This is an optimization exercise on Yosys and OpenROAD, whose aim is small area, not a production implementation. At most, simulation tests tie the RTL to the original design; equivalence was not proved. The RTL of run 1 was laid out without a check of its function. Power and IR drop assume default switching activity.

File: design/flow/flow/run.sh
#!/bin/bash
set -euo pipefail
cd "$(dirname "$0")/.."
cat >> config.mk <<'EOC'
export BUFFER_PORTS_ARGS = -buffer_cell sky130_fd_sc_hd__buf_1
export CTS_ARGS = -sink_clustering_enable -repair_clock_nets -sink_clustering_size 18 -sink_clustering_max_diameter 80 -buf_list sky130_fd_sc_hd__clkbuf_8 -dont_use_dummy_load
EOC
bash standard.sh synth > synth.log 2>&1
bash standard.sh > layout.log 2>&1
File: design/flow/standard.sh
#!/bin/bash
# synth_recipe.tcl (not shown) runs the flow's synth.tcl, then flattens the netlist and writes it again
# the make line also repeats each setting of config.mk as NAME=value (left out here)
make -C /OpenROAD-flow-scripts/flow DESIGN_CONFIG=/design/flow/config.mk WORK_HOME=/design/flow/orfs CLKGATE_MAP_FILE= SYNTH_SCRIPT=/design/flow/synth_recipe.tcl "${@:-finish}"
File: design/flow/config.mk
export PLATFORM = sky130hd
export DESIGN_NAME = debug_io_top
export DESIGN_NICKNAME = debug_io_top
export VERILOG_FILES = /design/flow/design.v
export SDC_FILE = /design/flow/constraint.sdc
export NUM_CORES = 4
export LEC_CHECK = 0
export CAP_MARGIN = 20
export CORE_MARGIN = 2
export CORE_UTILIZATION = 40
export SLEW_MARGIN = 20
export SYNTH_HIERARCHICAL = 1
export BUFFER_PORTS_ARGS = -buffer_cell sky130_fd_sc_hd__buf_1
export CTS_ARGS = -sink_clustering_enable -repair_clock_nets -sink_clustering_size 18 -sink_clustering_max_diameter 80 -buf_list sky130_fd_sc_hd__clkbuf_8 -dont_use_dummy_load
File: design/flow/constraint.sdc
create_clock -name core_clock -period 15.0 [get_ports {clk}]
set_input_delay 3.0000 -clock core_clock [delete_from_list [all_inputs] [get_ports {clk}]]
set_output_delay 3.0000 -clock core_clock [all_outputs]
set_load 0.01 [all_outputs]
File: design/flow/design.v
`timescale 1ns/1ps
`default_nettype none
package io_pkg;
    localparam int NUM_DIGITS    = 8;
    localparam int NUM_BUTTONS   = 5;
    localparam int TRACE_WIDTH   = 64;
    localparam int DISPLAY_WIDTH = 32;
    typedef logic [7:0] seg_pattern_t;
    typedef logic [NUM_DIGITS-1:0] digit_enable_t;
    typedef enum logic [4:0] {
        FIELD_PC,
        FIELD_INST,
        FIELD_RS1_ID,
        FIELD_RS1_DATA,
        FIELD_RS2_ID,
        FIELD_RS2_DATA,
        FIELD_ALU,
        FIELD_MEM_ADDR,
        FIELD_MEM_WE,
        FIELD_MEM_WDATA,
        FIELD_MEM_RDATA,
        FIELD_RD_WE,
        FIELD_RD_ID,
        FIELD_RD_DATA,
        FIELD_BR_TAKEN,
        FIELD_NPC,
        FIELD_UART
    } trace_field_e;
    typedef struct packed {
        logic [63:0] pc;
        logic [63:0] inst;
        logic [63:0] rs1_data;
        logic [63:0] rs2_data;
        logic [63:0] alu;
        logic [63:0] mem_addr;
        logic [63:0] mem_wdata;
        logic [63:0] mem_rdata;
        logic [63:0] rd_data;
        logic [63:0] npc;
        logic [4:0]  rs1_id;
        logic [4:0]  rs2_id;
        logic [4:0]  rd_id;
        logic        mem_we;
        logic        rd_we;
        logic        br_taken;
    } core_info_t;
    typedef struct packed {
        logic [63:0] uart_info;
    } mem_info_t;
    typedef struct packed {
        logic         debug_step;
        logic         slow_clock;
        logic [7:0]   unused;
        logic         word_half;
        trace_field_e field_sel;
    } panel_switch_t;
    function automatic seg_pattern_t hex_to_segments(input logic [3:0] hex);
        case (hex)
            4'h0: hex_to_segments = 8'b11000000;
            4'h1: hex_to_segments = 8'b11111001;
            4'h2: hex_to_segments = 8'b10100100;
            4'h3: hex_to_segments = 8'b10110000;
            4'h4: hex_to_segments = 8'b10011001;
            4'h5: hex_to_segments = 8'b10010010;
            4'h6: hex_to_segments = 8'b10000010;
            4'h7: hex_to_segments = 8'b11111000;
            4'h8: hex_to_segments = 8'b10000000;
            4'h9: hex_to_segments = 8'b10010000;
            4'ha: hex_to_segments = 8'b10001000;
            4'hb: hex_to_segments = 8'b10000011;
            4'hc: hex_to_segments = 8'b11000110;
            4'hd: hex_to_segments = 8'b10100001;
            4'he: hex_to_segments = 8'b10000110;
            default: hex_to_segments = 8'b10001110;
        endcase
    endfunction
endpackage
`default_nettype wire
`timescale 1ns/1ps
`default_nettype none
module half_adder (
    input  logic a,
    input  logic b,
    output logic s,
    output logic c
);
    assign s = a ^ b;
    assign c = a & b;
endmodule
module clock_divider #(
    parameter int FAST_CLK_BIT  = 2,
    parameter int SLOW_CLK_BIT  = 20,
    parameter int SCAN_DIV_BITS = 10
) (
    input  logic       clk,
    input  logic       rst,
    output logic       fast_clk,
    output logic       slow_clk,
    output logic       scan_tick,
    output logic [2:0] digit
);
    localparam int HI_CLK_BIT = (FAST_CLK_BIT > SLOW_CLK_BIT) ? FAST_CLK_BIT : SLOW_CLK_BIT;
    localparam int CNT_WIDTH  = (HI_CLK_BIT >= SCAN_DIV_BITS + 2) ? HI_CLK_BIT + 1 : SCAN_DIV_BITS + 3;
    logic [CNT_WIDTH-1:0] cnt_q;
    logic [CNT_WIDTH-1:0] cnt_d;
    logic [CNT_WIDTH-1:0] carry;
    assign cnt_d[0] = ~cnt_q[0];
    assign carry[0] = cnt_q[0];
    for (genvar i = 1; i < CNT_WIDTH; i++) begin : g_inc
        half_adder u_ha (.a(cnt_q[i]), .b(carry[i-1]), .s(cnt_d[i]), .c(carry[i]));
    end
    always_ff @(posedge clk or posedge rst) begin
        if (rst) begin
            cnt_q <= '0;
        end else begin
            cnt_q <= cnt_d;
        end
    end
    assign fast_clk  = cnt_q[FAST_CLK_BIT];
    assign slow_clk  = cnt_q[SLOW_CLK_BIT];
    assign scan_tick = carry[SCAN_DIV_BITS-1];
    assign digit     = cnt_q[SCAN_DIV_BITS +: 3];
endmodule
`default_nettype wire
`timescale 1ns/1ps
`default_nettype none
module button_debouncer #(
    parameter int DEBOUNCE_LEN = 8
) (
    input  logic clk,
    input  logic rst,
    input  logic scan_tick,
    input  logic btn,
    output logic btn_clean
);
    localparam int CW = (DEBOUNCE_LEN < 2)  ? 1 : (DEBOUNCE_LEN < 4)   ? 2 :
                        (DEBOUNCE_LEN < 8)  ? 3 : (DEBOUNCE_LEN < 16)  ? 4 :
                        (DEBOUNCE_LEN < 32) ? 5 : (DEBOUNCE_LEN < 64)  ? 6 :
                        (DEBOUNCE_LEN < 128) ? 7 : 8;
    logic [CW-1:0] run_q;
    always_ff @(posedge clk or posedge rst) begin
        if (rst) begin
            run_q <= '0;
        end else if (scan_tick) begin
            if (!btn) begin
                run_q <= '0;
            end else if (!run_q[CW-1]) begin
                run_q <= run_q + CW'(1);
            end
        end
    end
    assign btn_clean = run_q[CW-1];
endmodule
`default_nettype wire
`timescale 1ns/1ps
`default_nettype none
module core_clock_select (
    input  logic clk,
    input  logic rst,
    input  logic debug_step,
    input  logic slow_clock,
    input  logic step_btn,
    input  logic fast_clk,
    input  logic slow_clk,
    output logic clk_core
);
    logic debug_q;
    always_ff @(posedge clk or posedge rst) begin
        if (rst) begin
            debug_q <= 1'b0;
        end else begin
            debug_q <= debug_step;
        end
    end
    always_comb begin
        if (debug_q) begin
            clk_core = step_btn;
        end else if (slow_clock) begin
            clk_core = slow_clk;
        end else begin
            clk_core = fast_clk;
        end
    end
endmodule
`default_nettype wire
`timescale 1ns/1ps
`default_nettype none
module trace_store #(
    parameter int W = 1
) (
    input  logic         clk,
    input  logic         en,
    input  logic         en_n,
    input  logic [W-1:0] d,
    output logic [W-1:0] q
);
    always_ff @(posedge clk) begin
        q <= (d & {W{en}}) | (q & {W{en_n}});
    end
endmodule
module aoi222 (
    input  logic a1, a2, b1, b2, c1, c2,
    output logic y
);
    assign y = ~((a1 & a2) | (b1 & b2) | (c1 & c2));
endmodule
module onehot_mux8 (
    input  logic [7:0] d,
    input  logic [7:0] s,
    output logic       y
);
    logic n0, n1, n2;
    aoi222 u0 (.a1(d[0]), .a2(s[0]), .b1(d[1]), .b2(s[1]), .c1(d[2]), .c2(s[2]), .y(n0));
    aoi222 u1 (.a1(d[3]), .a2(s[3]), .b1(d[4]), .b2(s[4]), .c1(d[5]), .c2(s[5]), .y(n1));
    assign n2 = ~((d[6] & s[6]) | (d[7] & s[7]));
    assign y  = ~(n0 & n1 & n2);
endmodule
module and2 (
    input  logic a, b,
    output logic y
);
    assign y = a & b;
endmodule
module onehot_or #(
    parameter int N = 3
) (
    input  logic [N-1:0] d,
    input  logic [N-1:0] s,
    output logic         y
);
    localparam int NG = (N + 2) / 3;
    logic [3*NG-1:0] dp, sp;
    logic [NG-1:0]   n;
    assign dp = {{(3*NG-N){1'b0}}, d};
    assign sp = {{(3*NG-N){1'b0}}, s};
    for (genvar j = 0; j < NG; j++) begin : g_grp
        if (3*j + 2 < N) begin : g3
            aoi222 u (.a1(dp[3*j]), .a2(sp[3*j]), .b1(dp[3*j+1]), .b2(sp[3*j+1]),
                      .c1(dp[3*j+2]), .c2(sp[3*j+2]), .y(n[j]));
        end else if (3*j + 1 < N) begin : g2
            assign n[j] = ~((dp[3*j] & sp[3*j]) | (dp[3*j+1] & sp[3*j+1]));
        end else begin : g1
            assign n[j] = ~(dp[3*j] & sp[3*j]);
        end
    end
    assign y = ~&n;
endmodule
module nor2_g (
    input  logic a, b,
    output logic y
);
    assign y = ~(a | b);
endmodule
module field_decode #(
    parameter int NF = 11,
    parameter logic [5*NF-1:0] CODES = '0
) (
    input  logic          seen,
    input  logic [4:0]    field_sel,
    input  logic          word_half,
    output logic [NF-1:0] f_lo,
    output logic [NF-1:0] f_hi,
    output logic [5:0]    f_nar
);
    logic [7:0] hi_n;    
    logic [7:0] lo_n;    
    always_comb begin
        for (int j = 0; j < 8; j++) begin
            hi_n[j] = ~(seen && {word_half, field_sel[4:3]} == 3'(j));
            lo_n[j] = ~(field_sel[2:0] == 3'(j));
        end
    end
    for (genvar i = 0; i < NF; i++) begin : g_full
        localparam logic [4:0] C = CODES[5*i +: 5];
        nor2_g u_lo (.a(hi_n[{1'b0, C[4:3]}]), .b(lo_n[C[2:0]]), .y(f_lo[i]));
        nor2_g u_hi (.a(hi_n[{1'b1, C[4:3]}]), .b(lo_n[C[2:0]]), .y(f_hi[i]));
    end
    nor2_g u_n0 (.a(hi_n[0]), .b(lo_n[2]), .y(f_nar[0]));
    nor2_g u_n1 (.a(hi_n[0]), .b(lo_n[4]), .y(f_nar[1]));
    nor2_g u_n2 (.a(hi_n[1]), .b(lo_n[4]), .y(f_nar[2]));
    nor2_g u_n3 (.a(hi_n[1]), .b(lo_n[0]), .y(f_nar[3]));
    nor2_g u_n4 (.a(hi_n[1]), .b(lo_n[3]), .y(f_nar[4]));
    nor2_g u_n5 (.a(hi_n[1]), .b(lo_n[6]), .y(f_nar[5]));
endmodule
module trace_select (
    input  logic                               clk,
    input  logic                               rst,
    input  logic                               cosim_valid,
    input  logic [657:0]                       cosim_core_info,
    input  logic [63:0]                        cosim_mem_info,
    input  logic [4:0]                         field_sel,
    input  logic                               word_half,
    input  logic [7:0]                         digit_oh,
    output logic [3:0]                         nibble
);
    localparam int NF = 11;   
    logic [657:0] core_q;
    logic [63:0]  mem_q;
    logic         seen_q;     
    trace_store #(.W(658)) u_core_store (
        .clk  (clk),
        .en   (cosim_valid),
        .en_n (~cosim_valid),
        .d    (cosim_core_info),
        .q    (core_q)
    );
    trace_store #(.W(64)) u_mem_store (
        .clk  (clk),
        .en   (cosim_valid),
        .en_n (~cosim_valid),
        .d    (cosim_mem_info),
        .q    (mem_q)
    );
    always_ff @(posedge clk or posedge rst) begin
        if (rst) begin
            seen_q <= 1'b0;
        end else if (cosim_valid) begin
            seen_q <= 1'b1;
        end
    end
    logic [63:0] word [NF];
    assign word[0]  = core_q[657:594];   
    assign word[1]  = core_q[593:530];   
    assign word[2]  = core_q[529:466];   
    assign word[3]  = core_q[465:402];   
    assign word[4]  = core_q[401:338];   
    assign word[5]  = core_q[337:274];   
    assign word[6]  = core_q[273:210];   
    assign word[7]  = core_q[209:146];   
    assign word[8]  = core_q[145:82];    
    assign word[9]  = core_q[81:18];     
    assign word[10] = mem_q;             
    localparam logic [5*NF-1:0] CODES = {5'd16, 5'd15, 5'd13, 5'd10, 5'd9, 5'd7, 5'd6, 5'd5, 5'd3, 5'd1, 5'd0};
    logic [4:0] rs1_id, rs2_id, rd_id;    
    logic       mem_we, rd_we, br_taken;
    assign rs1_id   = core_q[17:13];
    assign rs2_id   = core_q[12:8];
    assign rd_id    = core_q[7:3];
    assign mem_we   = core_q[2];
    assign rd_we    = core_q[1];
    assign br_taken = core_q[0];
    logic [NF-1:0] f_lo, f_hi;
    logic [5:0]    f_nar;    
    field_decode #(.NF(NF), .CODES(CODES)) u_field_decode (
        .seen      (seen_q),
        .field_sel (field_sel),
        .word_half (word_half),
        .f_lo      (f_lo),
        .f_hi      (f_hi),
        .f_nar     (f_nar)
    );
    logic [3:0] g_lo [NF];
    logic [3:0] g_hi [NF];
    for (genvar i = 0; i < NF; i++) begin : g_word
        for (genvar b = 0; b < 4; b++) begin : g_bit
            logic [7:0] lo_bits, hi_bits;
            for (genvar k = 0; k < 8; k++) begin : g_dig
                assign lo_bits[k] = word[i][4*k + b];
                assign hi_bits[k] = word[i][32 + 4*k + b];
            end
            onehot_mux8 u_lo (.d(lo_bits), .s(digit_oh), .y(g_lo[i][b]));
            onehot_mux8 u_hi (.d(hi_bits), .s(digit_oh), .y(g_hi[i][b]));
        end
    end
    logic [8:0] s_nar;
    and2 u_s0 (.a(f_nar[0]), .b(digit_oh[0]), .y(s_nar[0]));
    and2 u_s1 (.a(f_nar[1]), .b(digit_oh[0]), .y(s_nar[1]));
    and2 u_s2 (.a(f_nar[2]), .b(digit_oh[0]), .y(s_nar[2]));
    and2 u_s3 (.a(f_nar[0]), .b(digit_oh[1]), .y(s_nar[3]));
    and2 u_s4 (.a(f_nar[1]), .b(digit_oh[1]), .y(s_nar[4]));
    and2 u_s5 (.a(f_nar[2]), .b(digit_oh[1]), .y(s_nar[5]));
    and2 u_s6 (.a(f_nar[3]), .b(digit_oh[0]), .y(s_nar[6]));
    and2 u_s7 (.a(f_nar[4]), .b(digit_oh[0]), .y(s_nar[7]));
    and2 u_s8 (.a(f_nar[5]), .b(digit_oh[0]), .y(s_nar[8]));
    for (genvar b = 0; b < 4; b++) begin : g_out
        localparam int NP = (b == 0) ? 2*NF + 9 : 2*NF + 3;
        logic [NP-1:0] d, sl;
        for (genvar i = 0; i < NF; i++) begin : g_pair
            assign d[2*i]    = g_lo[i][b];
            assign sl[2*i]   = f_lo[i];
            assign d[2*i+1]  = g_hi[i][b];
            assign sl[2*i+1] = f_hi[i];
        end
        assign d[2*NF +: 3]  = {rd_id[b], rs2_id[b], rs1_id[b]};
        assign sl[2*NF +: 3] = s_nar[2:0];
        if (b == 0) begin : g_b0
            assign d[2*NF+3 +: 6]  = {br_taken, rd_we, mem_we, rd_id[4], rs2_id[4], rs1_id[4]};
            assign sl[2*NF+3 +: 6] = s_nar[8:3];
        end
        onehot_or #(.N(NP)) u_or (.d(d), .s(sl), .y(nibble[b]));
    end
endmodule
`default_nettype wire
`timescale 1ns/1ps
`default_nettype none
module nand3_g (
    input  logic a, b, c,
    output logic y
);
    assign y = ~(a & b & c);
endmodule
module inv_g (
    input  logic a,
    output logic y
);
    assign y = ~a;
endmodule
module digit_decode (
    input  logic [2:0] digit,
    output logic [7:0] digit_oh,
    output logic [7:0] an
);
    logic [2:0] digit_n;
    for (genvar j = 0; j < 3; j++) begin : g_inv
        inv_g u_inv (.a(digit[j]), .y(digit_n[j]));
    end
    for (genvar k = 0; k < 8; k++) begin : g_dec
        nand3_g u_an (.a(k[0] ? digit[0] : digit_n[0]),
                      .b(k[1] ? digit[1] : digit_n[1]),
                      .c(k[2] ? digit[2] : digit_n[2]), .y(an[k]));
        inv_g   u_oh (.a(an[k]), .y(digit_oh[k]));
    end
endmodule
module seg_bit #(
    parameter logic [15:0] TT = '0
) (
    input  logic [3:0] x,
    output logic       y
);
    always_comb begin
        y = 1'b0;
        for (int n = 0; n < 16; n++) begin
            if (TT[n]) y = y | (x == 4'(n));
        end
    end
endmodule
module hex_segments (
    input  logic [3:0]           nibble,
    output io_pkg::seg_pattern_t cs
);
    seg_bit #(.TT(16'h2812)) u_s0 (.x(nibble), .y(cs[0]));
    seg_bit #(.TT(16'hd860)) u_s1 (.x(nibble), .y(cs[1]));
    seg_bit #(.TT(16'hd004)) u_s2 (.x(nibble), .y(cs[2]));
    seg_bit #(.TT(16'h8492)) u_s3 (.x(nibble), .y(cs[3]));
    seg_bit #(.TT(16'h02ba)) u_s4 (.x(nibble), .y(cs[4]));
    seg_bit #(.TT(16'h208e)) u_s5 (.x(nibble), .y(cs[5]));
    seg_bit #(.TT(16'h1083)) u_s6 (.x(nibble), .y(cs[6]));
    assign cs[7] = 1'b1;
endmodule
module seg_scan_display (
    input  logic [2:0]            digit,
    input  logic [3:0]            nibble,
    output logic [7:0]            digit_oh,
    output io_pkg::seg_pattern_t  cs,
    output io_pkg::digit_enable_t an
);
    digit_decode u_digit_decode (
        .digit    (digit),
        .digit_oh (digit_oh),
        .an       (an)
    );
    hex_segments u_hex_segments (
        .nibble (nibble),
        .cs     (cs)
    );
endmodule
`default_nettype wire
`timescale 1ns/1ps
`default_nettype none
module debug_io_top #(
    parameter int FAST_CLK_BIT  = 2,
    parameter int SLOW_CLK_BIT  = 20,
    parameter int SCAN_DIV_BITS = 10,
    parameter int DEBOUNCE_LEN  = 8
) (
    input  logic                           clk,
    input  logic                           rst,
    input  logic [15:0]                    switch,
    input  logic [io_pkg::NUM_BUTTONS-1:0] btn,
    input  logic                           cosim_valid,
    input  logic [657:0]                   cosim_core_info,
    input  logic [63:0]                    cosim_mem_info,
    output logic                           clk_core,
    output logic [7:0]                     cs,
    output logic [7:0]                     an
);
    io_pkg::panel_switch_t sw;
    assign sw = io_pkg::panel_switch_t'(switch);
    logic       fast_clk;
    logic       slow_clk;
    logic       scan_tick;
    logic [2:0] digit;
    logic       step;
    logic [7:0] digit_oh;
    logic [3:0] nibble;
    clock_divider #(
        .FAST_CLK_BIT  (FAST_CLK_BIT),
        .SLOW_CLK_BIT  (SLOW_CLK_BIT),
        .SCAN_DIV_BITS (SCAN_DIV_BITS)
    ) u_clock_divider (
        .clk       (clk),
        .rst       (rst),
        .fast_clk  (fast_clk),
        .slow_clk  (slow_clk),
        .scan_tick (scan_tick),
        .digit     (digit)
    );
    button_debouncer #(
        .DEBOUNCE_LEN (DEBOUNCE_LEN)
    ) u_button_debouncer (
        .clk       (clk),
        .rst       (rst),
        .scan_tick (scan_tick),
        .btn       (btn[0]),
        .btn_clean (step)
    );
    core_clock_select u_core_clock_select (
        .clk        (clk),
        .rst        (rst),
        .debug_step (sw.debug_step),
        .slow_clock (sw.slow_clock),
        .step_btn   (step),
        .fast_clk   (fast_clk),
        .slow_clk   (slow_clk),
        .clk_core   (clk_core)
    );
    trace_select u_trace_select (
        .clk             (clk),
        .rst             (rst),
        .cosim_valid     (cosim_valid),
        .cosim_core_info (cosim_core_info),
        .cosim_mem_info  (cosim_mem_info),
        .field_sel       (sw.field_sel),
        .word_half       (sw.word_half),
        .digit_oh        (digit_oh),
        .nibble          (nibble)
    );
    seg_scan_display u_seg_scan_display (
        .digit    (digit),
        .nibble   (nibble),
        .digit_oh (digit_oh),
        .cs       (cs),
        .an       (an)
    );
endmodule
`default_nettype wire
==> impl_metrics.py, run 1 <==
metrics = {
    "global_routing": {
        "grt_pass1_wl_um": 148600,
        "grt_overflow": 0,
        "grt_max_degree": 264,
        "gr-usage-all-layers": 0.2759,
        "antenna_found_initial": 46,
        "grt_pass1_vias": 23000,
    },
    "sta": {
        "slew_headroom": 0.2117,
        "fmax_mhz": 106.6,
        "layout_worst_path_cycle_share": 0.6252,
        "rsz0062_at_grt": "no",
        "slew_violations": 0,
        "tightestPinTransition_ns": 1.182,
        "hold_viol": 0,
        "setup_viol": 0,
        "fin_crit_ns": 9.377,
        "tns_ns": 0,
        "fin_skew_ns": 0.05257,
    },
    "floorplanning": {
        "core_area_mm2": 0.06835,
        "die-area_mm2": 0.07079,
        "start_util": 0.4019,
        "rows": 96,
        "num_io_pins": 763,
        "die_x_um": 266.1,
        "fp.dieH_um": 266.1,
    },
    "synthesis": {
        "synth_ff_type": "dfxtp_1",
        "synth.avg_cell_area_um2": 12.61,
        "syn-instance-count": 2178,
        "synth_edf_count": 0,
        "netlist_top_cells_area": "dfxtp_1, a22o_1, a222oi_1",
        "synth_top_cell_by_area": "dfxtp_1",
        "yosys_warnings": 24,
        "ys_ff_latch": 749,
        "synth.cells.most_frequent": "dfxtp_1, a22o_1, a222oi_1",
        "synthesis.area_mm2": 0.02747,
        "yosysSeqAreaShare": 0.5508,
        "syn_nets": 2945,
        "synth_top_area_frac": 0.5262,
        "synthArstFlopShare": 0.03605,
        "ys_types": 44,
        "yosysMostFrequentCell": "dfxtp_1",
    },
    "routing": {
        "post_drt_wl_per_cell_um": 27.55,
        "drc_errors": 0,
        "dr.pass1.iters": 7,
        "drtIter0Drc": 3473,
        "num_vias": 23220,
        "viasPerCell": 6.173,
        "ant_nets": 0,
        "wl_um": 103600,
    },
    "critical_path": {
        "r2r.worst_path.cells": 20,
        "cp_num_cells": 9,
        "cp_top_family": "simple AND/OR/NAND/NOR gates",
        "worstPathRequired_ns": 12.00,
        "max_stage_delay_ns": 0.58,
        "crit_path_cell_trace": "buf_1 -> nand4bb_1 -> nor2_1 -> a222oi_1 -> nand4_1 -> a2111o_1 -> or4b_1 -> o211ai_1 -> buf_1",
        "crit_top_cell": "buf_1",
        "r2r-end": "u_clock_divider.cnt_q[20]",
        "crit_path_top_delay_cell": "or4b_1",
        "end_kind": "primary output",
        "r2r-start": "u_clock_divider.cnt_q[0]",
        "path_class": "in -> out",
        "cp.buffers_inverters": 2,
        "cp_max_fo": 14,
        "r2r_slack_ns": 10.59,
        "arrival_ns": 6.38,
        "cp-start-kind": "input pin",
    },
    "cells_and_area": {
        "drive_gt1_frac": 0.03279,
        "instances_no_fill": 3761,
        "area_growth_syn_to_layout_pct": 11.84,
        "multi_input_area_mm2": 0.01056,
        "final_area_mm2": 0.03072,
        "fillers": 6558,
        "nNetsFinal": 3605,
        "seqCellArea_mm2": 0.01513,
        "fin_util": 0.4495,
    },
    "clocking": {
        "cts_setup_buffers": 0,
        "cts_buffers": 49,
        "cts_resized": 0,
        "cts.path.max_buffers": 3,
        "cts_max_level": 2,
        "cts_tree": "built",
        "cts-root-buf": "clkbuf_8",
        "cts.reportedPaths.clkPinSlew_ns": 0.10,
        "hold_buffers": 0,
        "clock_latency_ns": 0.64,
        "numClockSinks": 749,
    },
    "pwr": {
        "ir_worst_vdd_mv": 0.08115,
        "p_leak_uw": 0.01195,
        "power.total_uw": 3595,
        "powerDensity_mw_per_mm2": 117.0,
    },
    "hold_path": {
        "hold_end": "u_clock_divider.cnt_q[0]",
        "hold_path.class": "reg -> reg",
        "min_path_cells": 1,
        "min_from": "u_clock_divider.cnt_q[0]",
    },
    "placement": {
        "place_congestion": 0.8612,
        "hpwl_um": 71520,
        "post_dp_cell_area_mm2": 0.02988,
        "io_buffer_count": 749,
        "post-place-cells": 3667,
    },
    "flow_run": {
        "maxCapViolCount": 0,
    },
    "run_status": {
        "status": "complete, no violations",
    },
}
## kinds of logic (layout without fill, tap and decap cells)
| kind of cell | count (synthesis) | count (layout) | synth area share |
|---|---|---|---|
| AOI/OAI and AO/OA | 1036 | 1036 | 0.3357 |
| xor gates and xnor gates | 1 | 1 | 0.0003189 |
| adders and majority gates | 21 | 21 | 0.009565 |
| buffers and inverters | 182 | 840 | 0.06495 |
| DFF | 749 | 749 | 0.5508 |
| muxes | 4 | 4 | 0.002004 |
| other | 1 | 44 | 0.0001365 |
| and+or+nand+nor | 184 | 184 | 0.03657 |
## modules after synthesis, one instance, submodules excluded, a selection
module             cell area (um^2)  cells inside
hex_segments                  11.26             2
inv_g                         3.754             1
aoi222                        10.01             1
onehot_mux8                   12.51             2
half_adder                    12.51             1
core_clock_select             47.55             5
nor2_g                        3.754             1
nand3_g                       5.005             1
and2                          6.256             1
trace_select                  38.79             4
## sequential cells by signal, indices dropped and copies added, names as in the netlist
register                       count
u_button_debouncer.run_q           4
u_trace_select.u_core_store.q    658
u_trace_select.u_mem_store.q      64
u_core_clock_select.debug_q        1
u_trace_select.seen_q              1
u_clock_divider.cnt_q             21
## per-layer routing
layer	GRT usage	part of all wire	vias up
met3	0.06488	0.080	174
met5	0	0.0012	-
met4	0.1072	0.026	18
li1	-	-	10450
met1	0.3478	0.40	11500
met2	0.4571	0.49	1067
## cell type report
cell class                      count  area share
Clock buffer                       49     0.02195
Inverter                           18    0.002851
Antenna cell                       43    0.003502
Tap cell                          882     0.03592
Sequential cell                   749      0.4924
Timing Repair Buffer              773     0.09974
Multi-Input combinational cell   1247      0.3436
## power by group
part	internal [uW]	switching, uW
sequential	2170	107
clock	294	627
combinational	207	188
## how the worst max path moves through the flow
stage          slack (ns)  startpoint    end
6_report             5.62   switch[4]  cs[0]
5_1_grt              5.43   switch[4]  cs[0]
4_1_cts              5.60   switch[4]  cs[0]
3_5_place_dp         5.61   switch[4]  cs[0]
3_3_place_gp         5.64   switch[5]  cs[0]
2_1_floorplan        6.90   switch[5]  cs[0]
## stage by stage
step           hold slack (ns)  worst slack (ns)
2_1_floorplan           0.3982             6.901
4_1_cts                 0.4415             5.603
5_1_grt                 0.4610             5.428
3_3_place_gp            0.4102             5.635
3_5_place_dp            0.4253             5.613
6_report                0.4448             5.623
## worst register-to-register path: cells and delay by family, from the launching register on
family,cells,cell delay [ns]
adder cells (fa/ha/maj),20,3.88
flip-flops,1,0.40
## cells in the final DEF (no fill, tap or decap), types with 5 or more instances in the layout
| cell | instances |
|---|---|
| dfrtp_1 | 27 |
| nor2_1 | 31 |
| a222oi_1 | 210 |
| buf_4 | 19 |
| inv_1 | 9 |
| clkbuf_8 | 49 |
| dfxtp_1 | 722 |
| nand2_1 | 6 |
| ha_1 | 21 |
| a22oi_1 | 88 |
| nand4b_1 | 5 |
| clkinv_2 | 6 |
| buf_1 | 748 |
| and2_1 | 9 |
| nand3_1 | 99 |
| nand4_1 | 8 |
| a22o_1 | 721 |
| diode_2 | 43 |
==> run 2, diff against run 1 <==
--- a/design/flow/design.v
+++ b/design/flow/design.v
@@ -434,16 +434,54 @@
         end
     end
 endmodule
+module nand2_g (input logic a, b, output logic y);
+    assign y = ~(a & b);
+endmodule
+module or2_g (input logic a, b, output logic y);
+    assign y = a | b;
+endmodule
+module xor2_g (input logic a, b, output logic y);
+    assign y = a ^ b;
+endmodule
+module a21oi_g (input logic a1, a2, b1, output logic y);
+    assign y = ~((a1 & a2) | b1);
+endmodule
+module o21ai_g (input logic a1, a2, b1, output logic y);
+    assign y = ~((a1 | a2) & b1);
+endmodule
+module o31ai_g (input logic a1, a2, a3, b1, output logic y);
+    assign y = ~((a1 | a2 | a3) & b1);
+endmodule
+module o2bb2ai_g (input logic a1, a2, b1, b2, output logic y);
+    assign y = ~((~a1 | ~a2) & (b1 | b2));
+endmodule
+module mux2i_g (input logic a, b, s, output logic y);
+    assign y = ~(s ? b : a);
+endmodule
 module hex_segments (
     input  logic [3:0]           nibble,
     output io_pkg::seg_pattern_t cs
 );
+    logic x0, x1, x2, x3;
+    assign {x3, x2, x1, x0} = nibble;
     seg_bit #(.TT(16'h2812)) u_s0 (.x(nibble), .y(cs[0]));
-    seg_bit #(.TT(16'hd860)) u_s1 (.x(nibble), .y(cs[1]));
+    logic s1a, s1b, s1s;
+    nand2_g u_s1a (.a(x1), .b(x3), .y(s1a));
+    o31ai_g u_s1b (.a1(x1), .a2(x0), .a3(x3), .b1(x2), .y(s1b));
+    o21ai_g u_s1s (.a1(x3), .a2(x1), .b1(x0), .y(s1s));
+    mux2i_g u_s1  (.a(s1a), .b(s1b), .s(s1s), .y(cs[1]));
     seg_bit #(.TT(16'hd004)) u_s2 (.x(nibble), .y(cs[2]));
-    seg_bit #(.TT(16'h8492)) u_s3 (.x(nibble), .y(cs[3]));
+    logic s3a, s3b, s3s;
+    o21ai_g u_s3a (.a1(x0), .a2(x3), .b1(x1), .y(s3a));
+    or2_g   u_s3b (.a(x1), .b(x3), .y(s3b));
+    xor2_g  u_s3s (.a(x0), .b(x2), .y(s3s));
+    mux2i_g u_s3  (.a(s3a), .b(s3b), .s(s3s), .y(cs[3]));
     seg_bit #(.TT(16'h02ba)) u_s4 (.x(nibble), .y(cs[4]));
-    seg_bit #(.TT(16'h208e)) u_s5 (.x(nibble), .y(cs[5]));
+    logic s5a, s5b, s5c;
+    nand2_g   u_s5a (.a(x0), .b(x1), .y(s5a));
+    xor2_g    u_s5b (.a(x2), .b(x3), .y(s5b));
+    o2bb2ai_g u_s5c (.a1(x3), .a2(x1), .b1(x1), .b2(x0), .y(s5c));
+    a21oi_g   u_s5  (.a1(s5a), .a2(s5b), .b1(s5c), .y(cs[5]));
     seg_bit #(.TT(16'h1083)) u_s6 (.x(nibble), .y(cs[6]));
     assign cs[7] = 1'b1;
 endmodule
==> design/flow/flow/run.sh (replaced) <==
#!/bin/bash
set -euo pipefail
cd "$(dirname "$0")/.."
cat >> config.mk <<'EOC'
export BUFFER_PORTS_ARGS = -buffer_cell sky130_fd_sc_hd__buf_1
export CTS_ARGS = -sink_clustering_enable -repair_clock_nets -sink_clustering_size 18 -sink_clustering_max_diameter 90 -buf_list sky130_fd_sc_hd__clkbuf_8 -dont_use_dummy_load
EOC
bash standard.sh synth > synth.log 2>&1
bash standard.sh > layout.log 2>&1
==> design/flow/config.mk (replaced) <==
export PLATFORM = sky130hd
export DESIGN_NAME = debug_io_top
export DESIGN_NICKNAME = debug_io_top
export VERILOG_FILES = /design/flow/design.v
export SDC_FILE = /design/flow/constraint.sdc
export NUM_CORES = 4
export LEC_CHECK = 0
export CAP_MARGIN = 0
export CORE_MARGIN = 2
export CORE_UTILIZATION = 40
export GPL_ROUTABILITY_DRIVEN = 0
export GPL_TIMING_DRIVEN = 0
export SLEW_MARGIN = 0
export SYNTH_HIERARCHICAL = 1
export BUFFER_PORTS_ARGS = -buffer_cell sky130_fd_sc_hd__buf_1
export CTS_ARGS = -sink_clustering_enable -repair_clock_nets -sink_clustering_size 18 -sink_clustering_max_diameter 90 -buf_list sky130_fd_sc_hd__clkbuf_8 -dont_use_dummy_load
==> run 2 against run 1 <==
Compared with the run above: still clean; utilization grew 2.6 points; sequential share of layout area shrank 2.6 points; area after synthesis is essentially flat; critical path type unchanged.
==> impl_metrics.py, run 2 <==
metrics = {
    "sta": {
        "setup_viol": 0,
        "setup_ws_ns": 5.428,
        "tightestPinTransition_ns": 0.7647,
        "rsz0062_at_grt": "no",
        "layout_worst_path_cycle_share": 0.6381,
        "fin_hold_ws_ns": 0.4390,
        "fin_crit_ns": 9.572,
        "hold_viol": 0,
        "slew_violations": 0,
        "slew_headroom": 0.4902,
        "fmax_mhz": 104.5,
        "tns_ns": 0,
        "fin_skew_ns": 0.01732,
    },
    "global_routing": {
        "grt_pass1_vias": 24190,
        "grt_max_degree": 52,
        "grt_overflow": 0,
        "gr-usage-all-layers": 0.2960,
        "antenna_found_initial": 75,
        "grt_pass1_wl_um": 157800,
    },
    "critical_path": {
        "cp.buffers_inverters": 2,
        "crit_top_cell": "buf_1",
        "r2r.worst_path.cells": 20,
        "cp_top_family": "simple AND/OR/NAND/NOR gates",
        "path_class": "in -> out",
        "crit_path_cell_trace": "buf_1 -> nand4bb_1 -> nor2_1 -> a222oi_1 -> nand4_1 -> a2111o_1 -> or4b_1 -> o211ai_1 -> buf_1",
        "cp-start-kind": "input pin",
        "cp_max_fo": 14,
        "max_stage_delay_ns": 0.62,
        "r2r_slack_ns": 10.63,
        "arrival_ns": 6.57,
        "worstPathRequired_ns": 12.00,
        "end_kind": "primary output",
        "r2r-start": "u_clock_divider.cnt_q[0]",
        "r2r-end": "u_clock_divider.cnt_q[20]",
        "crit_path_top_delay_cell": "a2111o_1",
    },
    "routing": {
        "ant_nets": 0,
        "wl_um": 110300,
        "dr.pass1.iters": 10,
        "post_drt_wl_per_cell_um": 28.11,
        "drtIter0Drc": 3050,
        "num_vias": 24310,
        "drc_errors": 0,
        "viasPerCell": 6.195,
    },
    "synthesis": {
        "synthesis.area_mm2": 0.02744,
        "syn-instance-count": 2177,
        "synth.avg_cell_area_um2": 12.61,
        "yosys_warnings": 21,
        "synth_top_cell_by_area": "dfxtp_1",
        "synth.cells.most_frequent": "dfxtp_1, a22o_1, a222oi_1",
        "netlist_top_cells_area": "dfxtp_1, a22o_1, a222oi_1",
        "ys_ff_latch": 749,
        "synthArstFlopShare": 0.03605,
        "yosysSeqAreaShare": 0.5513,
        "syn_nets": 2944,
        "yosysMostFrequentCell": "dfxtp_1",
        "synth_top_area_frac": 0.5267,
        "ys_types": 39,
        "synth_edf_count": 0,
        "synth_ff_type": "dfxtp_1",
    },
    "clocking": {
        "cts_setup_buffers": 0,
        "cts_resized": 0,
        "cts.path.max_buffers": 3,
        "clock_latency_ns": 0.67,
        "cts-root-buf": "clkbuf_8",
        "numClockSinks": 749,
        "cts.reportedPaths.clkPinSlew_ns": 0.11,
        "cts_max_level": 2,
        "hold_buffers": 0,
        "cts_buffers": 48,
        "cts_tree": "built",
    },
    "cells_and_area": {
        "layout_commonest_cell": "buf_1",
        "area_growth_syn_to_layout_pct": 18.10,
        "largest_reg_flops": 658,
        "drive_gt1_frac": 0.07981,
        "top_regs": "u_trace_select.u_core_store.q (658), u_trace_select.u_mem_store.q (64), u_clock_divider.cnt_q (21)",
        "nNetsFinal": 3751,
        "top_register": "u_trace_select.u_core_store.q",
        "fillers": 6408,
        "layout.cells.most_common_list": "buf_1, dfxtp_1, a22o_1",
    },
    "floorplanning": {
        "die-area_mm2": 0.07072,
        "core_area_mm2": 0.06823,
        "die_x_um": 265.9,
        "fp.dieH_um": 265.9,
        "start_util": 0.4023,
        "num_io_pins": 763,
        "rows": 96,
    },
    "placement": {
        "hpwl_um": 82790,
        "io_buffer_count": 749,
        "pre_cts_slack_ns": 5.504,
    },
    "pwr": {
        "switching_power_uw": 958.3,
        "internal_power_uw": 2701,
        "combPwrFrac": 0.123,
        "clkPwrFrac": 0.254,
        "swShare": 0.2619,
        "ir_worst_vdd_mv": 0.07960,
        "p_leak_uw": 0.01283,
        "powerDensity_mw_per_mm2": 112.9,
        "power_frac_seq": 0.622,
    },
    "hold_path": {
        "min_path_cells": 1,
        "min_from": "u_clock_divider.cnt_q[0]",
        "hold_end": "u_clock_divider.cnt_q[0]",
        "hold_path.class": "reg -> reg",
    },
    "flow_run": {
        "maxCapViolCount": 0,
    },
    "run_status": {
        "status": "complete, no violations",
    },
}
[run 2: changes by cell type after synthesis, sizes merged, moves of 2 or more]
cell	before	now
nor2b	3	1
xor2	1	3
and2b	2	0
o21ai	3	5
mux2i	1	3
nand2	6	8
[run 2: logic make-up (layout without fill, tap and decap cells)]
family                     Yosys count  after routing  synth area share
AOI/OAI and AO/OA                 1039           1039            0.3369
xor gates and xnor gates             3              3         0.0009576
adders and majority gates           21             21          0.009574
buffers and inverters              182            987           0.06501
DFF                                749            749            0.5513
muxes                                4              4          0.001505
other                                1             62         0.0001366
and+or+nand+nor                    178            178           0.03465
[run 2: stage by stage]
| step | total power [uW] | utilization | instance area, um^2 | std cells |
|---|---|---|---|---|
| 4_1_cts | 3671 | 0.4728 | 32260 | 3864 |
| 2_1_floorplan | 2568 | - | 27440 | 2177 |
| 6_report | 3659 | 0.4751 | 32410 | 3925 |
| 3_5_place_dp | 2762 | 0.4632 | 31600 | 3816 |
| 3_3_place_gp | 2743 | 0.4596 | 31360 | 3808 |
| 5_1_grt | 3797 | 0.4746 | 32380 | 3911 |
[run 2: worst register-to-register path, cell delays in order, from the launching register on]
cell and delay [ns]:
dfrtp_1 0.40, ha_1 0.19, ha_1 0.18, ha_1 0.19, ha_1 0.20, ha_1 0.18
ha_1 0.18, ha_1 0.18, ha_1 0.19, ha_1 0.25, ha_1 0.22, ha_1 0.18
ha_1 0.18, ha_1 0.17, ha_1 0.17, ha_1 0.17, ha_1 0.19, ha_1 0.19
ha_1 0.18, ha_1 0.18, ha_1 0.27
[run 2: how the worst max path moves through the flow]
stage	startpoint	to	slack (ns)	depth (start not counted)
floorplan	switch[5]	cs[0]	6.88	8
global placement	u_clock_divider.cnt_q[12]	cs[2]	5.49	12
detailed placement	switch[5]	cs[2]	5.50	9
CTS	switch[5]	cs[2]	5.50	9
global route	switch[5]	cs[2]	5.30	9
finish	switch[5]	cs[0]	5.43	9
[run 2: layout make-up]
cell class / instances / area [um^2] / area share
Buffer: 164 / 1717 / 0.05296
Timing Repair Buffer: 757 / 3032 / 0.09353
Clock buffer: 48 / 660.6 / 0.02038
Inverter: 18 / 87.58 / 0.002702
Antenna cell: 61 / 152.6 / 0.004710
Multi-Input combinational cell: 1246 / 10530 / 0.3249
Tap cell: 882 / 1104 / 0.03405
Sequential cell: 749 / 15130 / 0.4668
[run 2: modules after synthesis (local to each module, per instance), excerpt]
| module | area (um^2) | cells |
|---|---|---|
| trace_select | 38.79 | 4 |
| o2bb2ai_g | 15.01 | 1 |
| half_adder | 12.51 | 1 |
| onehot_mux8 | 12.51 | 2 |
| hex_segments | 11.26 | 2 |
| aoi222 | 10.01 | 1 |
| mux2i_g | 10.01 | 1 |
| a21oi_g | 8.758 | 1 |
| xor2_g | 8.758 | 1 |
| and2 | 6.256 | 1 |
| o21ai_g | 5.005 | 1 |
| nand3_g | 5.005 | 1 |
| nand2_g | 3.754 | 1 |
| inv_g | 3.754 | 1 |
[run 2: power by group through the flow]
stage | combinational [uW] | sequential [uW] | clock (uW)
6_report | 451 | 2280 | 931
5_1_grt | 488 | 2290 | 1020
4_1_cts | 451 | 2270 | 949
3_5_place_dp | 448 | 2310 | 0
3_3_place_gp | 436 | 2310 | 0
2_1_floorplan | 284 | 2280 | 0
[run 2: metal layers]
metal | GRT usage | vias up | routed length, um
li1 | - | 10780 | -
met1 | 0.3690 | 12080 | 43810
met2 | 0.4875 | 1182 | 52590
met3 | 0.07819 | 232 | 9970
met4 | 0.1174 | 46 | 3685
met5 | 0 | - | 285
==> run 3, diff against run 2 <==
--- a/design/flow/config.mk
+++ b/design/flow/config.mk
@@ -8,8 +8,6 @@
 export CAP_MARGIN = 0
 export CORE_MARGIN = 2
 export CORE_UTILIZATION = 40
-export GPL_ROUTABILITY_DRIVEN = 0
-export GPL_TIMING_DRIVEN = 0
 export SLEW_MARGIN = 0
 export SYNTH_HIERARCHICAL = 1
 export BUFFER_PORTS_ARGS = -buffer_cell sky130_fd_sc_hd__buf_1
==> run 3 against run 2 <==
Compared with the run above: area after synthesis did not move; wire length fell by 5.8%; first-iteration DRC count rose by 11%; critical endpoint unchanged; largest power group unchanged.
==> impl_metrics.py, run 3 <==
metrics = {
    "run_status": {
        "status": "complete, no violations",
    },
    "pwr": {
        "switching_power_uw": 928.9,
        "clkPwrFrac": 0.256,
        "p_leak_uw": 0.01191,
        "powerDensity_mw_per_mm2": 117.4,
        "combPwrFrac": 0.111,
        "internal_power_uw": 2665,
        "ir_worst_vdd_mv": 0.07065,
        "power_frac_seq": 0.634,
        "swShare": 0.2584,
    },
    "floorplanning": {
        "core_area_mm2": 0.06823,
        "num_io_pins": 763,
        "start_util": 0.4023,
        "die-area_mm2": 0.07072,
        "rows": 96,
        "fp.dieH_um": 265.9,
        "die_x_um": 265.9,
    },
    "sta": {
        "hold_viol": 0,
        "fin_crit_ns": 9.369,
        "rsz0062_at_grt": "no",
        "fin_skew_ns": 0.007394,
        "tightestPinTransition_ns": 1.215,
        "setup_viol": 0,
        "slew_headroom": 0.1900,
        "tns_ns": 0,
        "fmax_mhz": 106.7,
        "layout_worst_path_cycle_share": 0.6246,
        "slew_violations": 0,
    },
    "synthesis": {
        "syn_nets": 2944,
        "netlist_top_cells_area": "dfxtp_1, a22o_1, a222oi_1",
        "yosysSeqAreaShare": 0.5513,
        "synth_ff_type": "dfxtp_1",
        "synth.avg_cell_area_um2": 12.61,
        "synthesis.area_mm2": 0.02744,
        "ys_ff_latch": 749,
        "synth_edf_count": 0,
        "synth_top_cell_by_area": "dfxtp_1",
        "synth_top_area_frac": 0.5267,
        "yosysMostFrequentCell": "dfxtp_1",
        "ys_types": 39,
        "synthArstFlopShare": 0.03605,
        "syn-instance-count": 2177,
        "synth.cells.most_frequent": "dfxtp_1, a22o_1, a222oi_1",
        "yosys_warnings": 21,
    },
    "critical_path": {
        "cp_max_fo": 14,
        "cp-start-kind": "input pin",
        "worstPathRequired_ns": 12.00,
        "path_class": "in -> out",
        "r2r_slack_ns": 10.64,
        "arrival_ns": 6.37,
        "end_kind": "primary output",
    },
    "placement": {
        "post_dp_cell_area_mm2": 0.02985,
        "place_congestion": 0.8891,
        "io_buffer_count": 749,
        "hpwl_um": 72460,
        "post-place-cells": 3667,
    },
    "global_routing": {
        "grt_pass1_vias": 23040,
        "grt_pass1_wl_um": 149500,
        "antenna_found_initial": 51,
        "grt_overflow": 0,
        "gr-usage-all-layers": 0.2773,
        "grt_max_degree": 246,
    },
    "routing": {
        "ant_nets": 0,
        "dr.pass1.iters": 13,
        "drc_errors": 0,
        "wl_um": 104000,
        "post_drt_wl_per_cell_um": 27.68,
        "drtIter0Drc": 3382,
        "num_vias": 23470,
        "viasPerCell": 6.249,
    },
    "clocking": {
        "hold_buffers": 0,
        "cts.path.max_buffers": 3,
        "clock_latency_ns": 0.66,
        "cts_buffers": 48,
        "cts_resized": 0,
        "cts_max_level": 2,
        "cts-root-buf": "clkbuf_8",
        "numClockSinks": 749,
        "cts_tree": "built",
        "cts_setup_buffers": 0,
        "cts.reportedPaths.clkPinSlew_ns": 0.11,
    },
    "cells_and_area": {
        "layout_commonest_cell": "buf_1",
        "drive_gt1_frac": 0.03212,
        "instances_no_fill": 3756,
        "layout.cells.most_common_list": "buf_1, dfxtp_1, a22o_1",
        "top_register": "u_trace_select.u_core_store.q",
        "final_area_mm2": 0.03061,
        "area_growth_syn_to_layout_pct": 11.55,
        "top_regs": "u_trace_select.u_core_store.q (658), u_trace_select.u_mem_store.q (64), u_clock_divider.cnt_q (21)",
        "largest_reg_flops": 658,
        "fillers": 6602,
        "nNetsFinal": 3602,
    },
    "hold_path": {
        "hold_path.class": "reg -> reg",
    },
    "flow_run": {
        "maxCapViolCount": 0,
    },
}
[run 3: cell counts after synthesis]
No cell type changed its count.
[run 3: power by group through the flow]
stage          Combinational [uW]  Sequential [uW]  Clock (uW)
6_report                      397             2280         918
5_1_grt                       433             2300        1010
4_1_cts                       397             2270         941
3_5_place_dp                  394             2320           0
3_3_place_gp                  383             2310           0
2_1_floorplan                 284             2280           0
[run 3: worst paths after layout]
path,startpoint,cells after the start,end
worst min-delay path,u_clock_divider.cnt_q[0],1,u_clock_divider.cnt_q[0]
worst max register to register,u_clock_divider.cnt_q[0],20,u_clock_divider.cnt_q[20]
worst max-delay path,switch[5],9,cs[0]
max in group asynchronous,rst,2,u_clock_divider.cnt_q[16]
worst min register to register,u_clock_divider.cnt_q[0],1,u_clock_divider.cnt_q[0]
min in group asynchronous,rst,2,u_core_clock_select.debug_q
[run 3: per-module statistics from Yosys (local to each module, per instance), excerpt]
module	flops+latches	area (um^2)	cells
onehot_mux8	0	12.51	2
nor2_g	0	3.754	1
inv_g	0	3.754	1
o31ai_g	0	12.51	1
trace_select	1	38.79	4
a21oi_g	0	8.758	1
and2	0	6.256	1
xor2_g	0	8.758	1
o2bb2ai_g	0	15.01	1
or2_g	0	6.256	1
nand3_g	0	5.005	1
aoi222	0	10.01	1
half_adder	0	12.51	1
o21ai_g	0	5.005	1
mux2i_g	0	10.01	1
[run 3: worst max-delay path, stage by stage]
cell and delay (ns):
buf_1 0.18, nand4bb_1 0.50, nor2_1 0.18, a222oi_1 0.54, nand4_1 0.37, a2111o_1 0.60
or4b_1 0.58, o211ai_1 0.21, buf_1 0.20
[run 3: metal layers]
metal | global-route usage | up-vias | share of wire
li1 | - | 10430 | -
met1 | 0.3539 | 11700 | 0.40
met2 | 0.4511 | 1092 | 0.48
met3 | 0.06839 | 215 | 0.085
met4 | 0.1087 | 28 | 0.032
met5 | 0 | - | 0.0017
[run 3: cells by family after synthesis]
family	share of synthesized area
AOI/OAI and AO/OA	0.3369
and+or+nand+nor	0.03465
adders and majority gates	0.009574
muxes	0.001505
other	0.0001366
xor gates and xnor gates	0.0009576
buffers and inverters	0.06501
DFF	0.5513
[run 3: stage by stage]
| stage | power [uW] | util | setup WS, ns | hold slack (ns) |
|---|---|---|---|---|
| 2_1_floorplan | 2568 | - | 6.883 | 0.3982 |
| 3_3_place_gp | 2692 | 0.4375 | 5.730 | 0.4137 |
| 3_5_place_dp | 2710 | 0.4375 | 5.664 | 0.4197 |
| 4_1_cts | 3610 | 0.4472 | 5.660 | 0.4364 |
| 5_1_grt | 3738 | 0.4485 | 5.406 | 0.4656 |
| 6_report | 3594 | 0.4487 | 5.631 | 0.4361 |
[run 3: layout make-up]
| cell class | instances | area (um^2) | area share |
|---|---|---|---|
| diodes | 41 | 102.6 | 0.003351 |
| clock buffers | 48 | 660.6 | 0.02158 |
| inverters | 18 | 87.58 | 0.002861 |
| multi-input cells | 1246 | 10530 | 0.3440 |
| flip-flops and latches | 749 | 15130 | 0.4942 |
| well taps | 882 | 1104 | 0.03605 |
| repair buffers | 772 | 3000 | 0.09801 |
==> run 4, diff against run 3 <==
--- a/design/flow/config.mk
+++ b/design/flow/config.mk
@@ -7,7 +7,7 @@
 export LEC_CHECK = 0
 export CAP_MARGIN = 0
 export CORE_MARGIN = 2
-export CORE_UTILIZATION = 40
+export CORE_UTILIZATION = 36
 export SLEW_MARGIN = 0
 export SYNTH_HIERARCHICAL = 1
 export BUFFER_PORTS_ARGS = -buffer_cell sky130_fd_sc_hd__buf_1
==> run 4 against run 3 <==
Compared with the run above: power decreased by 0.28%; wire length decreased by 0.67%; register-to-register slack improved by 0.04 ns; area after synthesis unchanged; first-iteration DRC count decreased by 7.0%; clock skew increased by 0.020 ns; flip-flop and latch count unchanged; utilization decreased by 4.2 points; via count decreased by 0.98%; largest power group unchanged; fmax decreased by 1.7%; hold slack got worse by 0.0092 ns; setup slack got worse by 0.17 ns.
==> impl_metrics.py, run 4 <==
metrics = {
    "critical_path": {
        "cp-start-kind": "input pin",
        "cp_max_fo": 14,
        "path_class": "in -> out",
        "arrival_ns": 6.54,
        "worstPathRequired_ns": 12.00,
        "end_kind": "primary output",
    },
    "hold_path": {
        "hold_path.class": "reg -> reg",
    },
    "global_routing": {
        "antenna_found_initial": 39,
        "grt_pass1_wl_um": 147200,
        "grt_max_degree": 230,
        "grt_overflow": 0,
        "grt_pass1_vias": 22580,
        "gr-usage-all-layers": 0.2466,
    },
    "routing": {
        "drtIter0Drc": 3146,
        "wl_um": 103300,
        "ant_nets": 0,
        "post_drt_wl_per_cell_um": 26.80,
        "dr.pass1.iters": 13,
        "viasPerCell": 6.032,
        "num_vias": 23240,
        "drc_errors": 0,
    },
    "clocking": {
        "cts_max_level": 2,
        "hold_buffers": 0,
        "clock_latency_ns": 0.67,
        "numClockSinks": 749,
        "cts.reportedPaths.clkPinSlew_ns": 0.10,
        "cts_tree": "built",
        "cts_setup_buffers": 0,
        "cts.path.max_buffers": 3,
        "cts_buffers": 48,
        "cts_resized": 0,
        "cts-root-buf": "clkbuf_8",
    },
    "cells_and_area": {
        "fin_util": 0.4066,
        "largest_reg_flops": 658,
        "layout.cells.most_common_list": "buf_1, dfxtp_1, a22o_1",
        "top_regs": "u_trace_select.u_core_store.q (658), u_trace_select.u_mem_store.q (64), u_clock_divider.cnt_q (21)",
        "top_register": "u_trace_select.u_core_store.q",
        "nNetsFinal": 3606,
        "instances_no_fill": 3853,
        "final_area_mm2": 0.03078,
        "layout_commonest_cell": "buf_1",
        "drive_gt1_frac": 0.03349,
        "area_growth_syn_to_layout_pct": 12.14,
    },
    "synthesis": {
        "synth_top_area_frac": 0.5267,
        "yosysMostFrequentCell": "dfxtp_1",
        "synth_edf_count": 0,
        "yosysSeqAreaShare": 0.5513,
        "synth_top_cell_by_area": "dfxtp_1",
        "synthesis.area_mm2": 0.02744,
        "yosys_warnings": 21,
        "synth_ff_type": "dfxtp_1",
        "ys_ff_latch": 749,
        "synth.avg_cell_area_um2": 12.61,
        "syn_nets": 2944,
        "synthArstFlopShare": 0.03605,
        "ys_types": 39,
        "synth.cells.most_frequent": "dfxtp_1, a22o_1, a222oi_1",
        "netlist_top_cells_area": "dfxtp_1, a22o_1, a222oi_1",
        "syn-instance-count": 2177,
    },
    "sta": {
        "hold_viol": 0,
        "fin_skew_ns": 0.02739,
        "layout_worst_path_cycle_share": 0.6357,
        "setup_ws_ns": 5.465,
        "tns_ns": 0,
        "rsz0062_at_grt": "no",
        "fmax_mhz": 104.9,
        "tightestPinTransition_ns": 1.166,
        "slew_violations": 0,
        "slew_headroom": 0.2227,
        "setup_viol": 0,
        "fin_crit_ns": 9.535,
    },
    "placement": {
        "post_dp_cell_area_mm2": 0.03002,
        "hpwl_um": 72340,
        "place_congestion": 0.8892,
        "io_buffer_count": 749,
        "pre_cts_slack_ns": 5.426,
        "post-place-cells": 3767,
    },
    "pwr": {
        "p_leak_uw": 0.01194,
        "powerDensity_mw_per_mm2": 116.5,
        "ir_worst_vdd_mv": 0.06927,
    },
    "floorplanning": {
        "start_util": 0.3626,
        "fp.dieH_um": 280.1,
        "num_io_pins": 763,
        "rows": 101,
        "die_x_um": 280.1,
        "core_area_mm2": 0.07570,
        "die-area_mm2": 0.07846,
    },
    "flow_run": {
        "maxCapViolCount": 0,
    },
    "run_status": {
        "status": "complete, no violations",
    },
}
==> run 4: changes by cell type in the layout (fill, tap and decap cells not counted), sizes merged <==
cell    change
diode       -3
clkinv      -5
buf         +4
inv         +5
==> run 4: final cells by class <==
cell class / instances / area [um^2]
timing repair buffer: 776 / 3043
sequential: 749 / 15130
tap: 978 / 1224
fill: 7354 / 44920
antenna: 38 / 95.09
multi-input combinational: 1246 / 10530
inverter: 18 / 93.84
clock buffer: 48 / 660.6
==> run 4: layer usage <==
layer / up-vias / GRT usage / share of wire
met3: 185 / 0.04996 / 0.078
met5: - / 0 / 0.0013
li1: 10440 / - / -
met1: 11560 / 0.3164 / 0.41
met4: 22 / 0.09132 / 0.029
met2: 1030 / 0.4091 / 0.48
==> run 4: where the power goes <==
group / internal (uW) / total, uW / switching (uW)
clock: 289 / 910 / 621
combinational: 205 / 394 / 189
sequential: 2170 / 2280 / 109
total: 2670 / 3580 / 919
==> run 4: final timing paths <==
check	start	to	slack, ns	cells past startpoint
setup / recovery	switch[5]	cs[2]	5.46	9
setup reg to reg	u_clock_divider.cnt_q[0]	u_clock_divider.cnt_q[20]	10.68	20
hold reg to reg	u_clock_divider.cnt_q[0]	u_clock_divider.cnt_q[0]	0.43	1
hold / removal	u_clock_divider.cnt_q[0]	u_clock_divider.cnt_q[0]	0.43	1
min in group asynchronous	rst	u_core_clock_select.debug_q	2.26	2
max in group asynchronous	rst	u_clock_divider.cnt_q[2]	11.90	2
==> run 4: stage by stage <==
stage          hold slack (ns)  total power [uW]
6_report                0.4269              3584
2_1_floorplan           0.3982              2568
3_5_place_dp            0.4192              2710
3_3_place_gp            0.4087              2691
4_1_cts                 0.4349              3610
5_1_grt                 0.4653              3735
==> run 4: worst max-delay path, cell delays in order <==
cell and delay, ns:
buf_1 0.20, nand4bb_1 0.54, nor2_1 0.20, a222oi_1 0.54, nand4_1 0.46, a2111o_1 0.62
or4b_1 0.58, o211ai_1 0.14, buf_1 0.25
==> run 4: cell families after synthesis <==
logic type                 after synthesis  synth area share
AOI/OAI and AO/OA                     1039            0.3369
xor gates and xnor gates                 3         0.0009576
adders and majority gates               21          0.009574
buffers and inverters                  182           0.06501
DFF                                    749            0.5513
muxes                                    4          0.001505
other                                    1         0.0001366
and+or+nand+nor                        178           0.03465
==> run 4: Yosys stat by module (local to each module, per instance), a selection <==
module,flops+latches,cells inside
and2,0,1
nand3_g,0,1
nand2_g,0,1
o21ai_g,0,1
o31ai_g,0,1
nor2_g,0,1
core_clock_select,1,5
hex_segments,0,2
mux2i_g,0,1
trace_select,1,4
aoi222,0,1
onehot_mux8,0,2
a21oi_g,0,1
xor2_g,0,1
half_adder,0,1
o2bb2ai_g,0,1
==> run 5, diff against run 4 <==
--- a/design/flow/config.mk
+++ b/design/flow/config.mk
@@ -7,7 +7,7 @@
 export LEC_CHECK = 0
 export CAP_MARGIN = 0
 export CORE_MARGIN = 2
-export CORE_UTILIZATION = 36
+export CORE_UTILIZATION = 42
 export SLEW_MARGIN = 0
 export SYNTH_HIERARCHICAL = 1
 export BUFFER_PORTS_ARGS = -buffer_cell sky130_fd_sc_hd__buf_1
==> run 5 against run 4 <==
Compared with the run above: design area is 0.67% lower; hold slack gained 0.0049 ns; first-iteration DRC count up 14%; final cell count decreased by 3.2%; synthesized cell count is the same; area after synthesis unchanged; utilization up 6.7 points; clock power down 0.8%; sequential power is essentially flat; clock skew decreased by 0.022 ns; register-to-register slack got worse by 0.12 ns; die area decreased by 14%.
==> impl_metrics.py, run 5 <==
metrics = {
    "run_status": {
        "status": "complete, no violations",
    },
    "floorplanning": {
        "start_util": 0.4250,
        "die-area_mm2": 0.06740,
        "fp.dieH_um": 259.6,
        "die_x_um": 259.6,
        "core_area_mm2": 0.06458,
        "rows": 93,
        "num_io_pins": 763,
    },
    "global_routing": {
        "grt_pass1_wl_um": 147600,
        "grt_overflow": 0,
        "grt_max_degree": 236,
        "grt_pass1_vias": 22730,
        "antenna_found_initial": 56,
        "gr-usage-all-layers": 0.2882,
    },
    "synthesis": {
        "synthesis.area_mm2": 0.02744,
        "netlist_top_cells_area": "dfxtp_1, a22o_1, a222oi_1",
        "syn-instance-count": 2177,
        "ys_ff_latch": 749,
        "yosysMostFrequentCell": "dfxtp_1",
        "ys_types": 39,
        "yosys_warnings": 21,
        "syn_nets": 2944,
        "synthArstFlopShare": 0.03605,
        "synth_top_cell_by_area": "dfxtp_1",
        "synth.cells.most_frequent": "dfxtp_1, a22o_1, a222oi_1",
        "synth.avg_cell_area_um2": 12.61,
        "synth_ff_type": "dfxtp_1",
        "yosysSeqAreaShare": 0.5513,
        "synth_edf_count": 0,
        "synth_top_area_frac": 0.5267,
    },
    "critical_path": {
        "arrival_ns": 6.46,
        "cp_max_fo": 18,
        "end_kind": "primary output",
        "worstPathRequired_ns": 12.00,
        "cp-start-kind": "input pin",
        "path_class": "in -> out",
    },
    "cells_and_area": {
        "final_area_mm2": 0.03057,
        "drive_gt1_frac": 0.03110,
        "fillers": 6092,
        "layout_commonest_cell": "buf_1",
        "top_regs": "u_trace_select.u_core_store.q (658), u_trace_select.u_mem_store.q (64), u_clock_divider.cnt_q (21)",
        "layout.cells.most_common_list": "buf_1, dfxtp_1, a22o_1",
        "top_register": "u_trace_select.u_core_store.q",
        "fin_util": 0.4734,
        "multi_input_area_mm2": 0.01053,
        "nNetsFinal": 3599,
        "seqCellArea_mm2": 0.01513,
        "largest_reg_flops": 658,
        "area_growth_syn_to_layout_pct": 11.39,
    },
    "sta": {
        "slew_headroom": 0.2517,
        "tightestPinTransition_ns": 1.123,
        "setup_ws_ns": 5.537,
        "fin_skew_ns": 0.004979,
        "layout_worst_path_cycle_share": 0.6309,
        "fin_hold_ws_ns": 0.4318,
        "fin_crit_ns": 9.463,
        "slew_violations": 0,
        "rsz0062_at_grt": "no",
        "fmax_mhz": 105.7,
        "tns_ns": 0,
        "hold_viol": 0,
        "setup_viol": 0,
    },
    "routing": {
        "ant_nets": 0,
        "dr.pass1.iters": 10,
        "drc_errors": 0,
        "wl_um": 102900,
        "post_drt_wl_per_cell_um": 27.59,
        "drtIter0Drc": 3575,
        "viasPerCell": 6.282,
        "num_vias": 23420,
    },
    "clocking": {
        "cts_max_level": 2,
        "cts_tree": "built",
        "cts.path.max_buffers": 3,
        "cts_buffers": 47,
        "cts_resized": 0,
        "cts-root-buf": "clkbuf_8",
        "cts_setup_buffers": 0,
        "hold_buffers": 0,
        "clock_latency_ns": 0.63,
        "numClockSinks": 749,
        "cts.reportedPaths.clkPinSlew_ns": 0.11,
    },
    "pwr": {
        "internal_power_uw": 2660,
        "power_frac_seq": 0.637,
        "combPwrFrac": 0.110,
        "powerDensity_mw_per_mm2": 116.9,
        "switching_power_uw": 915.0,
        "clkPwrFrac": 0.253,
        "swShare": 0.2560,
        "p_leak_uw": 0.01190,
        "ir_worst_vdd_mv": 0.07281,
    },
    "hold_path": {
        "hold_path.class": "reg -> reg",
    },
    "placement": {
        "pre_cts_slack_ns": 5.444,
        "hpwl_um": 71660,
        "io_buffer_count": 749,
        "post_dp_cell_area_mm2": 0.02981,
        "place_congestion": 0.8968,
    },
    "flow_run": {
        "maxCapViolCount": 0,
    },
}
==> run 5: worst paths after layout <==
path | to | start | slack [ns] | cells past startpoint
worst max-delay path | cs[0] | switch[5] | 5.54 | 9
worst min-delay path | u_clock_divider.cnt_q[0] | u_clock_divider.cnt_q[0] | 0.43 | 1
worst max register to register | u_clock_divider.cnt_q[20] | u_clock_divider.cnt_q[0] | 10.56 | 20
worst min register to register | u_clock_divider.cnt_q[0] | u_clock_divider.cnt_q[0] | 0.43 | 1
max in group asynchronous | u_clock_divider.cnt_q[10] | rst | 11.86 | 2
min in group asynchronous | u_core_clock_select.debug_q | rst | 2.32 | 2
==> run 5: cell type report <==
type,instances,share of cell area
Sequential cell,749,0.4949
Multi-Input combinational cell,1246,0.3445
Tap cell,855,0.03500
Antenna cell,43,0.003520
Timing Repair Buffer,770,0.09807
Inverter,18,0.002865
Clock buffer,47,0.02116
==> run 5: kinds of logic (layout without fill, tap and decap cells) <==
logic type               after synthesis  after routing  synth area share
other                                  1             44         0.0001366
AO/OA/AOI/OAI                       1039           1039            0.3369
flip-flops                           749            749            0.5513
multiplexers                           4              4          0.001505
AND/OR/NAND/NOR                      178            178           0.03465
adder cells (fa/ha/maj)               21             21          0.009574
XOR/XNOR                               3              3         0.0009576
buffers and inverters                182            835           0.06501
==> run 5: critical path, stage by stage <==
cell and delay [ns]:
buf_1 0.18, nand4bb_1 0.50, nor2_1 0.22, a222oi_1 0.63, nand4_1 0.41, a211o_1 0.55
or4b_1 0.57, o211ai_1 0.11, buf_1 0.28
==> run 5: Yosys stat by module, one instance, submodules excluded, excerpt <==
module / cells / flops+latches / area (um^2) / copies in the design
core_clock_select: 5 / 1 / 47.55 / 1
onehot_mux8: 2 / 0 / 12.51 / 88
hex_segments: 2 / 0 / 11.26 / 1
a21oi_g: 1 / 0 / 8.758 / 1
o21ai_g: 1 / 0 / 5.005 / 2
nor2_g: 1 / 0 / 3.754 / 28
==> run 5: stage by stage <==
stage	std cells	power (uW)
floorplan	2177	2568
global placement	3638	2688
detailed placement	3638	2706
CTS	3685	3590
global route	3723	3726
finish	3728	3575
==> run 5: routing by layer <==
layer	vias to the layer above	share of wire	GRT usage
met3	219	0.086	0.06306
met4	32	0.035	0.1220
met2	1180	0.49	0.4749
met1	11570	0.39	0.3646
met5	-	0.0021	0
li1	10420	-	-
==> run 5: power groups by stage <==
stage,clock network (uW),registers [uW],logic [uW]
after floorplan,0,2280,284
after global placement,0,2310,379
after detailed placement,0,2320,390
after CTS,925,2270,393
after global routing,999,2300,430
final,903,2280,394

-- port drivers added, routing unchanged --
In the flow no input, the clock included, has a driving cell. The finished layouts below were timed again as built, in two steps. Step 1, drivers: a clkbuf_16 drives clk and a buf_2 each remaining input, both assumed. Step 2, shift: input delay + t, output delay - t, t = (earliest + latest rising clock arrival at the registers) / 2. This alone moves slack from input paths to output paths. a / b / c = ideal ports / drivers / drivers and shift; a / b = the first two.
run	t, ns	slack for setup (ns)	worst setup path after step 2	worst register clock-pin slew, ns	worst slew at a driven data input, ns
run 1	0.701	5.623 / 5.542 / 5.542	input to output	0.12 / 0.12	0.14
run 2	0.739	5.428 / 5.347 / 5.347	input to output	0.12 / 0.12	0.15
run 3	0.722	5.631 / 5.511 / 5.511	input to output	0.12 / 0.12	0.15
run 4	0.723	5.465 / 5.336 / 5.336	input to output	0.12 / 0.12	0.15
run 5	0.722	5.537 / 5.460 / 5.460	input to output	0.12 / 0.12	0.14
After both steps setup and hold are still met in every run listed. The setup slack of run 4, which loses most, moves by -0.129 ns with the drivers and by -0.129 ns with both steps.
